Source: an optimization exercise on an open RTL-to-GDS flow (aim: a short achievable clock period and few clock cycles). Production flows keep margins and buffers that such runs may drop.
Function was checked by simulation only, so behaviour that the tests miss may differ from the original.
Power is estimated from default activity; no workload was simulated.

indigo:
==> flow/design.v (excerpt) <==
module mipsPipeline (
    input  logic        clk,
    input  logic        rst_n,
    output logic [29:0] icacheAddr,
    input  logic [31:0] icacheRdata,
    input  logic        icacheStall,
    output logic        dcacheRen,
    output logic        dcacheWen,
    output logic [29:0] dcacheAddr,
    output logic [31:0] dcacheWdata,
    input  logic [31:0] dcacheRdata,
    input  logic        dcacheStall
);
==> flow/config.mk <==
export PLATFORM = sky130hd
export DESIGN_NAME = mipsPipeline
export DESIGN_NICKNAME = mipsPipeline
export VERILOG_FILES = /design/flow/design.v
export SDC_FILE = /design/flow/constraint.sdc
export NUM_CORES = 4
export LEC_CHECK = 0
export CAP_MARGIN = 20
export CORE_MARGIN = 10
export CORE_UTILIZATION = 30
export PLACE_DENSITY = 0.4
export SETUP_SLACK_MARGIN = 5
export SLEW_MARGIN = 20
export SYNTH_HIERARCHICAL = 1
export SYNTH_MINIMUM_KEEP_SIZE = 0
export ADDER_MAP_FILE =
==> flow/constraint.sdc <==
create_clock -name core_clock -period 8.0 [get_ports {clk}]
set_input_delay 1.6000 -clock core_clock [delete_from_list [all_inputs] [get_ports {clk}]]
set_output_delay 1.6000 -clock core_clock [all_outputs]
set_load 0.01 [all_outputs]
standard.sh (not shown) runs the stock make flow with config.mk's settings and CLKGATE_MAP_FILE= SYNTH_SCRIPT=/design/flow/synth_recipe.tcl, a recipe that flattens the netlist after the stock synthesis.
==> flow/flow/run.sh <==
#!/bin/bash
cp standard.sh standard_sh.txt
cp config.mk config_orig.txt
echo 'export ADDER_MAP_FILE =' >> config.mk
bash standard.sh > standard.log 2>&1
Testbench counts of indigo, summed over its fixed seeds: cycles 155,364.
The following lists how nickel was set up differently from indigo:
--- a/flow/design.v
+++ b/flow/design.v
@@ -226,18 +226,22 @@
     logic [29:0] eBt;
     logic        mRegWrite, mRead;
     logic [4:0]  mWsel;
     logic [31:1] mWsel1h;
     logic [31:0] mAlu;
     logic        pRen, pWen;
     logic [29:0] pAddr;
     logic [31:0] pWdata;
     logic [31:0] wbData;
+    logic        wRegWrite;
+    logic [4:0]  wWsel;
+    logic [31:1] wWsel1h;
+    logic [31:0] wData;
     logic [31:0] aluOut;
     logic        stallD;
     logic        takenE;
     logic [29:0] dBt;
     logic [29:0] pc1, pcNext;
     logic        fRedir;
     logic [31:0] fRsSel, fRtSel;
     assign icacheAddr = pc;
     fetchNext fetchNext_i (
@@ -302,34 +306,36 @@
     assign wsel     = (op == OpR) ? rd : rt;
     assign regWrite = (isR || isAddi || isLw) && (wsel != 5'd0);
     assign usesRs   = isR || isAddi || isLw || isSw || isBeq;
     assign usesRt   = isR || isSw || isBeq;
     assign stallD = eRead && eRegWrite &&
                     ((usesRs && eWsel == rs) || (usesRt && eWsel == rt));
     registerFile registerFile_i (
         .clk       (clk),
         .rst_n     (rst_n),
-        .writeSel  (mWsel1h),
-        .writeData (wbData),
+        .writeSel  (wWsel1h),
+        .writeData (wData),
         .readSelA  (dRsSel),
         .readSelB  (dRtSel),
         .readA     (regA),
         .readB     (regB)
     );
-    logic matchEA, matchEB, matchMA, matchMB;
+    logic matchEA, matchEB, matchMA, matchMB, matchWA, matchWB;
+    assign matchWA = wRegWrite && (wWsel == rs);
+    assign matchWB = wRegWrite && (wWsel == rt);
     assign matchEA = eRegWrite && (eWsel == rs);
     assign matchEB = eRegWrite && (eWsel == rt);
     assign matchMA = mRegWrite && (mWsel == rs);
     assign matchMB = mRegWrite && (mWsel == rt);
     logic early;
     assign early = (isLw || (isSw && !matchEB)) && (rs == 5'd0) && !(eRead || eWrite);
-    assign valA = matchMA ? wbData : regA;
-    assign valB = matchMB ? wbData : regB;
+    assign valA = matchMA ? wbData : (matchWA ? wData : regA);
+    assign valB = matchMB ? wbData : (matchWB ? wData : regB);
     logic fwdB;
     assign fwdB = !useImm && matchEB;
     logic invB;
     assign invB = isR && (fn == FnSub || fn == FnSlt);
     always_ff @(posedge clk or negedge rst_n) begin
         if (!rst_n) begin
             eRegWrite <= 1'b0;
             eRead     <= 1'b0;
             eWrite    <= 1'b0;
@@ -435,10 +441,25 @@
             mWsel <= eWsel;
             mAlu  <= aluOut;
         end
     end
     assign dcacheRen   = pRen;
     assign dcacheWen   = pWen;
     assign dcacheAddr  = pAddr;
     assign dcacheWdata = pWdata;
     assign wbData      = mRead ? dcacheRdata : mAlu;
+    always_ff @(posedge clk or negedge rst_n) begin
+        if (!rst_n) begin
+            wRegWrite <= 1'b0;
+            wWsel1h   <= '0;
+        end else if (!freeze) begin
+            wRegWrite <= mRegWrite;
+            wWsel1h   <= mWsel1h;
+        end
+    end
+    always_ff @(posedge clk) begin
+        if (!freeze) begin
+            wWsel <= mWsel;
+            wData <= wbData;
+        end
+    end
 endmodule
Findings:
- indigo reached the final stage; the timing, design-rule and antenna checks on its layout passed.
- Per the final summary, nickel finished and its layout is clean on timing, DRC and antenna.
- Clock period minus worst slack for nickel: 16 ps down relative to indigo
- Looking at async set-reset flop share out of synthesis, nickel sits 1.3 points below indigo.
- The power share of the sequential group of nickel is higher than that of indigo.
- ~same data required time at the worst endpoint in indigo and nickel
- indigo reports its timing endpoint of the critical path as pAddr[27]$_DFFE_PN_ while nickel reports eB[29]$_DFFE_PN_.
- For the overall power after layout, nickel came in about 6% higher than indigo did.
- From indigo to nickel the numbers moved as follows: highest clock frequency the design can meet +about 0.47%, die height +9.7 um, power share of the clock group -0.6 points, clock network area share ~0 delta, count of non-filler cells in the finished layout +about 3.6%.
- [nickel] number of search-and-repair iterations in the first detailed-routing pass fell 1 relative to indigo
Testbench counts of nickel, summed over its fixed seeds: cycles 155,364.

-- port drivers added, routing unchanged --
How much do the figures lean on ideal ports? The routed layouts below were timed once more, with nothing changed but the port constraints.
Step 1 sets driving cells, clkbuf_16 on the clock port and buf_2 on the other inputs (assumed; they add their load-dependent delay and slew).
Step 2 times the ports against the registers' clock, not the clock port: input delays grow and output delays shrink by t, the midpoint of the rising clock arrivals with the driver on.
Three values: ideal, step 1, step 2; two values: the first two.
| run | shift t [ns] | setup slack, ns | hold slack, ns | worst setup path at the end | slew at the worst register clock pin (ns) |
|---|---|---|---|---|---|
| indigo | 0.901 | 4.594 / 4.594 / 3.882 | 0.485 / 0.485 / 0.485 | input to register | 0.07 / 0.07 |
| nickel | 0.894 | 4.610 / 4.610 / 4.105 | 0.467 / 0.467 / 0.467 | input to register | 0.07 / 0.07 |
After both steps every run listed still meets setup and hold. For indigo, which loses most, drivers alone change the setup slack by 0.000 ns; drivers and shift together by -0.712 ns.
